From an optimization exercise on the open Yosys and OpenROAD flow, aimed at small area; shortcuts taken in it are not production practice. Where RTL was checked, it was by simulation tests only, not by an equivalence proof against the original. No activity file was given, so power comes from the tool's default toggle rates.

## the previous run
==> flow/design.v <==
`timescale 1ns/1ps
module tlb_lookup_stage #(
    parameter int TLB_ENTRIES = 8,
    localparam int IDX_W = $clog2(TLB_ENTRIES)
) (
    input  logic             clk,
    input  logic             rst,
    input  logic             tlb_we,
    input  logic [IDX_W-1:0] tlb_idx,
    input  logic [41:0]      tlb_wentry,    
    input  logic [19:0]      lk_vpn,
    output logic             lk_found,
    output logic             lk_v,
    output logic             lk_d,
    output logic [19:0]      lk_pfn
);
    logic [TLB_ENTRIES-1:0][19:0] vpn_q;
    logic [TLB_ENTRIES-1:0]       v_q;
    logic [TLB_ENTRIES-1:0][19:0] pfn_q;
    logic [TLB_ENTRIES-1:0]       d_q;
    always_ff @(posedge clk) begin
        for (int i = 0; i < TLB_ENTRIES; i++) begin
            if (rst) begin
                vpn_q[i] <= '0;
                v_q[i]   <= 1'b0;
            end else if (tlb_we && tlb_idx == IDX_W'(i)) begin
                vpn_q[i] <= tlb_wentry[41:22];
                v_q[i]   <= tlb_wentry[1];
            end
            if (tlb_we && tlb_idx == IDX_W'(i)) begin
                pfn_q[i] <= tlb_wentry[21:2];
                d_q[i]   <= tlb_wentry[0];
            end
        end
    end
    logic [TLB_ENTRIES-1:0] match;
    logic [TLB_ENTRIES-1:0] sel;
    always_comb begin
        for (int i = 0; i < TLB_ENTRIES; i++) match[i] = (vpn_q[i] == lk_vpn);
    end
    always_comb begin
        for (int i = 0; i < TLB_ENTRIES; i++) begin
            sel[i] = match[i];
            for (int j = 0; j < i; j++) sel[i] = sel[i] & ~match[j];
        end
    end
    always_comb begin
        lk_found = |match;
        lk_v     = 1'b0;
        lk_d     = 1'b0;
        lk_pfn   = '0;
        for (int i = 0; i < TLB_ENTRIES; i++) begin
            lk_v   = lk_v   | (sel[i] & v_q[i]);
            lk_d   = lk_d   | (sel[i] & d_q[i]);
            lk_pfn = lk_pfn | ({20{sel[i]}} & pfn_q[i]);
        end
    end
endmodule
`timescale 1ns/1ps
module access_check_stage (
    input  logic [3:0]  op,
    input  logic [31:0] va,
    input  logic        found,
    input  logic        v,
    input  logic        d,
    input  logic [19:0] pfn,
    input  logic [3:0]  wstrb,
    output logic        exc,
    output logic [4:0]  tag,
    output logic [31:0] addr
);
    logic unmapped, store, misaligned, miss_inv, mod;
    logic [2:0] code;
    assign unmapped = (va[31:30] == 2'b10);
    assign store    = (op >= 4'd5) && (op <= 4'd9);
    always_comb begin
        case (op)
            4'd4, 4'd7:       misaligned = (va[1:0] != 2'b00);
            4'd2, 4'd3, 4'd6: misaligned = va[0];
            default:          misaligned = 1'b0;
        endcase
    end
    assign miss_inv = !unmapped && (!found || !v);
    assign mod      = !unmapped && store && !d;
    assign exc      = misaligned | miss_inv | mod;
    always_comb begin
        if (misaligned)    code = store ? 3'd5 : 3'd4;
        else if (miss_inv) code = store ? 3'd3 : 3'd2;
        else               code = 3'd1;
    end
    assign tag[4]   = unmapped & va[29];
    assign tag[3:0] = exc ? {!misaligned && !unmapped && !found, code} : wstrb;
    assign addr[11:0]  = va[11:0];
    assign addr[28:12] = (exc || unmapped) ? va[28:12] : pfn[16:0];
    assign addr[31:29] = exc ? va[31:29] : (unmapped ? 3'b000 : pfn[19:17]);
endmodule
`timescale 1ns/1ps
module store_lane_stage (
    input  logic [3:0]  op,
    input  logic [1:0]  off,
    input  logic [31:0] rt,
    output logic [3:0]  wstrb,
    output logic [31:0] wdata
);
    always_comb begin
        wstrb = 4'b0000;
        wdata = rt;
        case (op)
            4'd5: begin
                wstrb = 4'b0001 << off;
                wdata = {4{rt[7:0]}};
            end
            4'd6: begin
                wstrb = off[1] ? 4'b1100 : 4'b0011;
                wdata = {2{rt[15:0]}};
            end
            4'd7: wstrb = 4'b1111;
            4'd8: begin
                case (off)
                    2'd0:    begin wstrb = 4'b0001; wdata = {4{rt[31:24]}}; end
                    2'd1:    begin wstrb = 4'b0011; wdata = {2{rt[31:16]}}; end
                    2'd2:    begin wstrb = 4'b0111; wdata = {8'h00, rt[31:8]}; end
                    default: wstrb = 4'b1111;
                endcase
            end
            4'd9: begin
                case (off)
                    2'd1:    begin wstrb = 4'b1110; wdata = {rt[23:0], 8'h00}; end
                    2'd2:    begin wstrb = 4'b1100; wdata = {2{rt[15:0]}}; end
                    2'd3:    begin wstrb = 4'b1000; wdata = {4{rt[7:0]}}; end
                    default: wstrb = 4'b1111;
                endcase
            end
            default: ;
        endcase
    end
endmodule
`timescale 1ns/1ps
module mem_xlate_top
#(
    parameter int TLB_ENTRIES = 8,
    localparam int IDX_W = $clog2(TLB_ENTRIES)
) (
    input  logic             clk,
    input  logic             rst,
    input  logic             flush,
    input  logic             req_valid,
    input  logic [3:0]       req_op,         
    input  logic [31:0]      req_vaddr,
    input  logic [31:0]      req_rt_data,
    input  logic             tlb_we,
    input  logic [IDX_W-1:0] tlb_idx,
    input  logic [41:0]      tlb_wentry,     
    output logic             out_valid,
    output logic [31:0]      out_paddr,
    output logic             out_uncached,
    output logic [3:0]       out_wstrb,
    output logic [31:0]      out_wdata,
    output logic             out_exc,
    output logic [4:0]       out_exc_code,
    output logic             out_refill,
    output logic [31:0]      out_badvaddr
);
    logic        lk_found, lk_v, lk_d;
    logic [19:0] lk_pfn;
    logic [3:0]  ln_wstrb;
    logic [31:0] ln_wdata;
    logic        n_exc;
    logic [4:0]  n_tag;
    logic [31:0] n_addr;
    logic [31:0] n_wdata;
    tlb_lookup_stage #(
        .TLB_ENTRIES(TLB_ENTRIES)
    ) u_lookup (
        .clk        (clk),
        .rst        (rst),
        .tlb_we     (tlb_we),
        .tlb_idx    (tlb_idx),
        .tlb_wentry (tlb_wentry),
        .lk_vpn     (req_vaddr[31:12]),
        .lk_found   (lk_found),
        .lk_v       (lk_v),
        .lk_d       (lk_d),
        .lk_pfn     (lk_pfn)
    );
    store_lane_stage u_lane (
        .op    (req_op),
        .off   (req_vaddr[1:0]),
        .rt    (req_rt_data),
        .wstrb (ln_wstrb),
        .wdata (ln_wdata)
    );
    access_check_stage u_check (
        .op    (req_op),
        .va    (req_vaddr),
        .found (lk_found),
        .v     (lk_v),
        .d     (lk_d),
        .pfn   (lk_pfn),
        .wstrb (ln_wstrb),
        .exc   (n_exc),
        .tag   (n_tag),
        .addr  (n_addr)
    );
    assign n_wdata = n_exc ? req_rt_data : ln_wdata;
    logic [2:0]       p_valid;
    logic [2:0]       p_exc;
    logic [2:0][4:0]  p_tag;
    logic [2:0][31:0] p_addr;
    logic [2:0][31:0] p_wdata;
    always_ff @(posedge clk) begin
        if (rst) p_valid <= '0;
        else     p_valid <= {p_valid[1:0], req_valid} & {3{~flush}};
    end
    always_ff @(posedge clk) begin
        p_exc   <= {p_exc[1:0], n_exc};
        p_tag   <= {p_tag[1:0], n_tag};
        p_addr  <= {p_addr[1:0], n_addr};
        p_wdata <= {p_wdata[1:0], n_wdata};
    end
    logic e;
    assign e = p_exc[2];
    assign out_valid    = p_valid[2];
    assign out_exc      = e;
    assign out_paddr    = e ? 32'h0 : p_addr[2];
    assign out_badvaddr = e ? p_addr[2] : 32'h0;
    assign out_wdata    = p_wdata[2];
    assign out_uncached = p_tag[2][4];
    assign out_wstrb    = e ? 4'b0000 : p_tag[2][3:0];
    assign out_exc_code = e ? {2'b00, p_tag[2][2:0]} : 5'd0;
    assign out_refill   = e & p_tag[2][3];
endmodule
Settings: LEC_CHECK=0, CAP_MARGIN=20, CORE_MARGIN=2, CORE_UTILIZATION=40, SLEW_MARGIN=20; clock period 5.5 ns.
run.sh (not shown) runs the stock make flow with config.mk's settings and CLKGATE_MAP_FILE= SYNTH_SCRIPT=/design/flow/synth_recipe.tcl, a recipe that flattens the netlist after the stock synthesis.
[inputs] the current run vs the previous run
-- flow/design.v --
<<< the previous run, line 19
    logic [TLB_ENTRIES-1:0][19:0] pfn_q;
    logic [TLB_ENTRIES-1:0]       d_q;
    always_ff @(posedge clk) begin
        for (int i = 0; i < TLB_ENTRIES; i++) begin
            if (rst) begin
                vpn_q[i] <= '0;
                v_q[i]   <= 1'b0;
            end else if (tlb_we && tlb_idx == IDX_W'(i)) begin
                vpn_q[i] <= tlb_wentry[41:22];
                v_q[i]   <= tlb_wentry[1];
            end
            if (tlb_we && tlb_idx == IDX_W'(i)) begin
                pfn_q[i] <= tlb_wentry[21:2];
                d_q[i]   <= tlb_wentry[0];
>>> the current run, line 19
    logic [TLB_ENTRIES-1:0][19:0] pfn_q;
    logic [TLB_ENTRIES-1:0]       d_q;
    logic [TLB_ENTRIES-1:0] wsel;
    logic [20:0]            wkey;
    assign wkey = {tlb_wentry[41:22], tlb_wentry[1]} & {21{~rst}};
    always_comb begin
        for (int i = 0; i < TLB_ENTRIES; i++) wsel[i] = tlb_we && (tlb_idx == IDX_W'(i));
    end
    always_ff @(posedge clk) begin
        for (int i = 0; i < TLB_ENTRIES; i++) begin
            if (wsel[i] || rst) begin
                vpn_q[i] <= wkey[20:1];
                v_q[i]   <= wkey[0];
            end
            if (wsel[i]) begin
                pfn_q[i] <= tlb_wentry[21:2];
                d_q[i]   <= tlb_wentry[0];
==> comparison <==
- NOTE: count of inverters not on the clock network in the layout in the current run falls short of that of the previous run
- Against the previous run, the current run comes in 8.1 points higher on sequential share of layout area.
- Summary — timing-limited maximum frequency, the current run relative to the previous run: higher, by 0.011 GHz.
- Compared the current run vs the previous run, and clock share of power is down in the current run.
- From the previous run to the current run, I/O pin count did not move at all.
- Reported for the current run and the previous run, cell depth of the worst hold path turned out identical to the last digit.
- The required time of the critical path was comparable across the current run and the previous run.
- Going from the previous run to the current run, layout overhead on the synthesized area grows by 0.70 points.
- On area fraction in compound gates after synthesis: between the current run and the previous run, it ends up higher for the previous run.

========
v6:
mem_xlate_top, a different RTL version from the one above (not shown whole).
For scale: about 1200 cells after synthesis, roughly 230 I/O pins, about 19000 um^2 of cells after synthesis.
==> module tlb_lookup_stage, before the edit <==
module tlb_lookup_stage #(
    parameter int TLB_ENTRIES = 8,
    localparam int IDX_W = $clog2(TLB_ENTRIES)
) (
    input  logic             clk,
    input  logic             rst,
    input  logic             tlb_we,
    input  logic [IDX_W-1:0] tlb_idx,
    input  logic [41:0]      tlb_wentry,    
    input  logic [19:0]      lk_vpn,
    output logic             lk_found,
    output logic             lk_v,
    output logic             lk_d,
    output logic [19:0]      lk_pfn
);
    logic [TLB_ENTRIES-1:0][19:0] vpn_q;
    logic [TLB_ENTRIES-1:0]       v_q;
    logic [TLB_ENTRIES-1:0][19:0] pfn_q;
    logic [TLB_ENTRIES-1:0]       d_q;
    logic [TLB_ENTRIES-1:0] wsel;
    logic [20:0]            wkey;
    assign wkey = {tlb_wentry[41:22], tlb_wentry[1]} & {21{~rst}};
    always_comb begin
        for (int i = 0; i < TLB_ENTRIES; i++) wsel[i] = tlb_we && (tlb_idx == IDX_W'(i));
    end
    always_ff @(posedge clk) begin
        for (int i = 0; i < TLB_ENTRIES; i++) begin
            if (wsel[i] || rst) begin
                vpn_q[i] <= wkey[20:1];
                v_q[i]   <= wkey[0];
            end
            if (wsel[i]) begin
                pfn_q[i] <= tlb_wentry[21:2];
                d_q[i]   <= tlb_wentry[0];
            end
        end
    end
    logic [TLB_ENTRIES-1:0] match;
    logic [TLB_ENTRIES-1:0] sel;
    always_comb begin
        for (int i = 0; i < TLB_ENTRIES; i++) match[i] = (vpn_q[i] == lk_vpn);
    end
    always_comb begin
        for (int i = 0; i < TLB_ENTRIES; i++) begin
            sel[i] = match[i];
            for (int j = 0; j < i; j++) sel[i] = sel[i] & ~match[j];
        end
    end
    always_comb begin
        lk_found = |match;
        lk_v     = 1'b0;
        lk_d     = 1'b0;
        lk_pfn   = '0;
        for (int i = 0; i < TLB_ENTRIES; i++) begin
            lk_v   = lk_v   | (sel[i] & v_q[i]);
            lk_d   = lk_d   | (sel[i] & d_q[i]);
            lk_pfn = lk_pfn | ({20{sel[i]}} & pfn_q[i]);
        end
    end
endmodule
==> module access_check_stage, before the edit <==
module access_check_stage (
    input  logic [3:0]  op,
    input  logic [31:0] va,
    input  logic        found,
    input  logic        v,
    input  logic        d,
    input  logic [19:0] pfn,
    input  logic [3:0]  wstrb,
    output logic        exc,
    output logic [4:0]  tag,
    output logic [31:0] addr
);
    logic unmapped, store, misaligned, miss_inv, mod;
    logic [2:0] code;
    assign unmapped = (va[31:30] == 2'b10);
    assign store    = (op >= 4'd5) && (op <= 4'd9);
    always_comb begin
        case (op)
            4'd4, 4'd7:       misaligned = (va[1:0] != 2'b00);
            4'd2, 4'd3, 4'd6: misaligned = va[0];
            default:          misaligned = 1'b0;
        endcase
    end
    assign miss_inv = !unmapped && (!found || !v);
    assign mod      = !unmapped && store && !d;
    assign exc      = misaligned | miss_inv | mod;
    always_comb begin
        if (misaligned)    code = store ? 3'd5 : 3'd4;
        else if (miss_inv) code = store ? 3'd3 : 3'd2;
        else               code = 3'd1;
    end
    assign tag[4]   = unmapped & va[29];
    assign tag[3:0] = exc ? {!misaligned && !unmapped && !found, code} : wstrb;
    assign addr[11:0]  = va[11:0];
    assign addr[28:12] = (exc || unmapped) ? va[28:12] : pfn[16:0];
    assign addr[31:29] = exc ? va[31:29] : (unmapped ? 3'b000 : pfn[19:17]);
endmodule
==> module mem_xlate_top, before the edit <==
module mem_xlate_top
#(
    parameter int TLB_ENTRIES = 8,
    localparam int IDX_W = $clog2(TLB_ENTRIES)
) (
    input  logic             clk,
    input  logic             rst,
    input  logic             flush,
    input  logic             req_valid,
    input  logic [3:0]       req_op,         
    input  logic [31:0]      req_vaddr,
    input  logic [31:0]      req_rt_data,
    input  logic             tlb_we,
    input  logic [IDX_W-1:0] tlb_idx,
    input  logic [41:0]      tlb_wentry,     
    output logic             out_valid,
    output logic [31:0]      out_paddr,
    output logic             out_uncached,
    output logic [3:0]       out_wstrb,
    output logic [31:0]      out_wdata,
    output logic             out_exc,
    output logic [4:0]       out_exc_code,
    output logic             out_refill,
    output logic [31:0]      out_badvaddr
);
    logic        lk_found, lk_v, lk_d;
    logic [19:0] lk_pfn;
    logic [3:0]  ln_wstrb;
    logic [31:0] ln_wdata;
    logic        n_exc;
    logic [4:0]  n_tag;
    logic [31:0] n_addr;
    logic [31:0] n_wdata;
    tlb_lookup_stage #(
        .TLB_ENTRIES(TLB_ENTRIES)
    ) u_lookup (
        .clk        (clk),
        .rst        (rst),
        .tlb_we     (tlb_we),
        .tlb_idx    (tlb_idx),
        .tlb_wentry (tlb_wentry),
        .lk_vpn     (req_vaddr[31:12]),
        .lk_found   (lk_found),
        .lk_v       (lk_v),
        .lk_d       (lk_d),
        .lk_pfn     (lk_pfn)
    );
    store_lane_stage u_lane (
        .op    (req_op),
        .off   (req_vaddr[1:0]),
        .rt    (req_rt_data),
        .exc   (n_exc),
        .wstrb (ln_wstrb),
        .wdata (ln_wdata)
    );
    access_check_stage u_check (
        .op    (req_op),
        .va    (req_vaddr),
        .found (lk_found),
        .v     (lk_v),
        .d     (lk_d),
        .pfn   (lk_pfn),
        .wstrb (ln_wstrb),
        .exc   (n_exc),
        .tag   (n_tag),
        .addr  (n_addr)
    );
    assign n_wdata = ln_wdata;
    logic [2:0]       p_valid;
    logic [2:0]       p_exc;
    logic [2:0][4:0]  p_tag;
    logic [2:0][31:0] p_addr;
    logic [2:0][31:0] p_wdata;
    always_ff @(posedge clk) begin
        if (rst) p_valid <= '0;
        else     p_valid <= {p_valid[1:0], req_valid} & {3{~flush}};
    end
    always_ff @(posedge clk) begin
        p_exc   <= {p_exc[1:0], n_exc};
        p_tag   <= {p_tag[1:0], n_tag};
        p_addr  <= {p_addr[1:0], ~n_addr};    
        p_wdata <= {p_wdata[1:0], n_wdata};
    end
    logic p_nexc;
    always_ff @(posedge clk) p_nexc <= ~p_exc[1];
    logic e;
    assign e = p_exc[2];
    assign out_valid    = p_valid[2];
    assign out_exc      = e;
    assign out_paddr    = ~(p_addr[2] | {32{e}});
    assign out_badvaddr = ~(p_addr[2] | {32{p_nexc}});
    assign out_wdata    = p_wdata[2];
    assign out_uncached = p_tag[2][4];
    assign out_wstrb    = e ? 4'b0000 : p_tag[2][3:0];
    assign out_exc_code = e ? {2'b00, p_tag[2][2:0]} : 5'd0;
    assign out_refill   = e & p_tag[2][3];
endmodule
Settings: LEC_CHECK=0, CAP_MARGIN=20, CORE_MARGIN=2, CORE_UTILIZATION=75, SLEW_MARGIN=20; clock period 5.5 ns.
standard.sh (not shown) runs the stock make flow with config.mk's settings and CLKGATE_MAP_FILE= SYNTH_SCRIPT=/design/flow/synth_recipe.tcl, a recipe that flattens the netlist after the stock synthesis.
==> flow/flow/run.sh <==
#!/bin/bash
# Own layout flow: the standard ORFS flow (standard.sh) with these changes
#  - synthesis: synth_recipe.tcl unchanged, but ABC maps the logic with an
#    area-recovering script (flow/synth_area.tcl, flow/abc_area.script);
#  - floorplan: the synthesis buffers are removed and every cell is set to
#    its smallest drive (flow/downsize.tcl); repair steps size up as needed;
#  - port buffers are sky130_fd_sc_hd__buf_1;
#  - clock tree: larger sink clusters, no dummy loads (flow/knobs.sh).
# Each ORFS step keeps its own log under orfs/logs/; make's output goes to
# flow_make.log here.
set -euo pipefail
here=$(pwd)
source "$here/flow/knobs.sh"
bash standard.sh \
  "SYNTH_SCRIPT=$here/flow/synth_area.tcl" \
  "FLOW_SYNTH_TCL=$here/synth_recipe.tcl" \
  "BUFFER_PORTS_ARGS=-buffer_cell sky130_fd_sc_hd__buf_1" \
  "REMOVE_ABC_BUFFERS=1" \
  "POST_FLOORPLAN_TCL=$here/flow/downsize.tcl" \
  "CTS_ARGS=$CTS_ARGS" \
  "${EXTRA[@]}" \
  finish > flow_make.log 2>&1
Other scripts of this flow, unchanged in this note and not shown: flow/flow/abc_area.script, flow/flow/downsize.tcl, flow/flow/knobs.sh, flow/flow/synth_area.tcl
Both conditions hold for v6: the flow ran to the end and the final layout passed the timing, design-rule and antenna checks.
Input-level comparison between v7 and v6:
--- a/flow/design.v
+++ b/flow/design.v
@@ -6,15 +6,16 @@
     input  logic             clk,
     input  logic             rst,
     input  logic             tlb_we,
     input  logic [IDX_W-1:0] tlb_idx,
     input  logic [41:0]      tlb_wentry,    
     input  logic [19:0]      lk_vpn,
+    input  logic             lk_store,
     output logic             lk_found,
     output logic             lk_v,
-    output logic             lk_d,
+    output logic             lk_fault,      
     output logic [19:0]      lk_pfn
 );
     logic [TLB_ENTRIES-1:0][19:0] vpn_q;
     logic [TLB_ENTRIES-1:0]       v_q;
     logic [TLB_ENTRIES-1:0][19:0] pfn_q;
     logic [TLB_ENTRIES-1:0]       d_q;
@@ -47,48 +48,47 @@
             for (int j = 0; j < i; j++) sel[i] = sel[i] & ~match[j];
         end
     end
     always_comb begin
         lk_found = |match;
         lk_v     = 1'b0;
-        lk_d     = 1'b0;
+        lk_fault = 1'b0;
         lk_pfn   = '0;
         for (int i = 0; i < TLB_ENTRIES; i++) begin
             lk_v   = lk_v   | (sel[i] & v_q[i]);
-            lk_d   = lk_d   | (sel[i] & d_q[i]);
+            lk_fault = lk_fault | (sel[i] & (~v_q[i] | (lk_store & ~d_q[i])));
             lk_pfn = lk_pfn | ({20{sel[i]}} & pfn_q[i]);
         end
     end
 endmodule
 `timescale 1ns/1ps
 module access_check_stage (
     input  logic [3:0]  op,
+    input  logic        store,
     input  logic [31:0] va,
     input  logic        found,
     input  logic        v,
-    input  logic        d,
+    input  logic        fault,
     input  logic [19:0] pfn,
     input  logic [3:0]  wstrb,
     output logic        exc,
     output logic [4:0]  tag,
     output logic [31:0] addr
 );
-    logic unmapped, store, misaligned, miss_inv, mod;
+    logic unmapped, misaligned, miss_inv;
     logic [2:0] code;
     assign unmapped = (va[31:30] == 2'b10);
-    assign store    = (op >= 4'd5) && (op <= 4'd9);
     always_comb begin
         case (op)
             4'd4, 4'd7:       misaligned = (va[1:0] != 2'b00);
             4'd2, 4'd3, 4'd6: misaligned = va[0];
             default:          misaligned = 1'b0;
         endcase
     end
     assign miss_inv = !unmapped && (!found || !v);
-    assign mod      = !unmapped && store && !d;
-    assign exc      = misaligned | miss_inv | mod;
+    assign exc      = misaligned || (!unmapped && (!found || fault));
     always_comb begin
         if (misaligned)    code = store ? 3'd5 : 3'd4;
         else if (miss_inv) code = store ? 3'd3 : 3'd2;
         else               code = 3'd1;
     end
     assign tag[4]   = unmapped & va[29];
@@ -182,48 +182,52 @@
     output logic [31:0]      out_wdata,
     output logic             out_exc,
     output logic [4:0]       out_exc_code,
     output logic             out_refill,
     output logic [31:0]      out_badvaddr
 );
-    logic        lk_found, lk_v, lk_d;
+    logic        lk_found, lk_v, lk_fault;
+    logic        is_store;
     logic [19:0] lk_pfn;
     logic [3:0]  ln_wstrb;
     logic [31:0] ln_wdata;
     logic        n_exc;
     logic [4:0]  n_tag;
     logic [31:0] n_addr;
     logic [31:0] n_wdata;
+    assign is_store = (req_op >= 4'd5) && (req_op <= 4'd9);
     tlb_lookup_stage #(
         .TLB_ENTRIES(TLB_ENTRIES)
     ) u_lookup (
         .clk        (clk),
         .rst        (rst),
         .tlb_we     (tlb_we),
         .tlb_idx    (tlb_idx),
         .tlb_wentry (tlb_wentry),
         .lk_vpn     (req_vaddr[31:12]),
+        .lk_store   (is_store),
         .lk_found   (lk_found),
         .lk_v       (lk_v),
-        .lk_d       (lk_d),
+        .lk_fault   (lk_fault),
         .lk_pfn     (lk_pfn)
     );
     store_lane_stage u_lane (
         .op    (req_op),
         .off   (req_vaddr[1:0]),
         .rt    (req_rt_data),
         .exc   (n_exc),
         .wstrb (ln_wstrb),
         .wdata (ln_wdata)
     );
     access_check_stage u_check (
         .op    (req_op),
+        .store (is_store),
         .va    (req_vaddr),
         .found (lk_found),
         .v     (lk_v),
-        .d     (lk_d),
+        .fault (lk_fault),
         .pfn   (lk_pfn),
         .wstrb (ln_wstrb),
         .exc   (n_exc),
         .tag   (n_tag),
         .addr  (n_addr)
     );
[summary]
On clock network area share, v7 tracks v6 almost exactly. Core box area: v7 vs v6, no meaningful difference. Via count: v7 higher than v6. There was hardly any difference in logic gate share of total power between v6 and v7. Summary of v7 over v6: register-to-register slack increased by 0.21 ns relative to the old numbers, area of combinational cells with multiple inputs increased by 98 um^2 relative to the old numbers, worst-case setup margin in the final layout increased by 0.20 ns relative to the old numbers. Looking at v7 and v6, the overall power after layout is a wash. Relative to v6, the wire length measured on v7 has increased by a few percent. Fraction of layout instances using a drive strength above 1 on v7 is down relative to v6.
The RTL of v7 was laid out without a check of its function.

-- re-timing with driven ports --
The flow's constraints put no driver on any port. The routed layouts listed below were extracted and timed again, unchanged, in two steps. Step 1 assumes that a clkbuf_16 drives the clock port and a buf_2 every other input. Step 2, shift: input delay + t, output delay - t, t = (earliest + latest rising clock arrival at the registers) / 2. This alone moves slack from input paths to output paths. a / b / c = no drivers / after step 1 / after step 2; a / b = the first two.
run | shift t [ns] | setup WS [ns] | hold slack, ns | worst setup path after step 2 | latest minus earliest clock arrival (ns)
the previous run | 0.662 | 0.815 / 0.851 / 0.189 | 0.320 / 0.320 / 0.320 | input to register | 0.019 / 0.020
the current run | 0.639 | 1.035 / 1.061 / 0.422 | 0.317 / 0.317 / 0.317 | input to register | 0.023 / 0.023
v6 | 0.581 | 0.269 / 0.293 / -0.287 | 0.335 / 0.335 / 0.335 | input to register | 0.067 / 0.067
v7 | 0.580 | 0.471 / 0.497 / -0.082 | 0.280 / 0.280 / 0.280 | input to register | 0.051 / 0.051
With both steps, setup timing fails in v6 and v7, where it was met with ideal ports. The setup slack of the previous run, which loses most, moves by +0.036 ns with the drivers and by -0.626 ns with both steps.
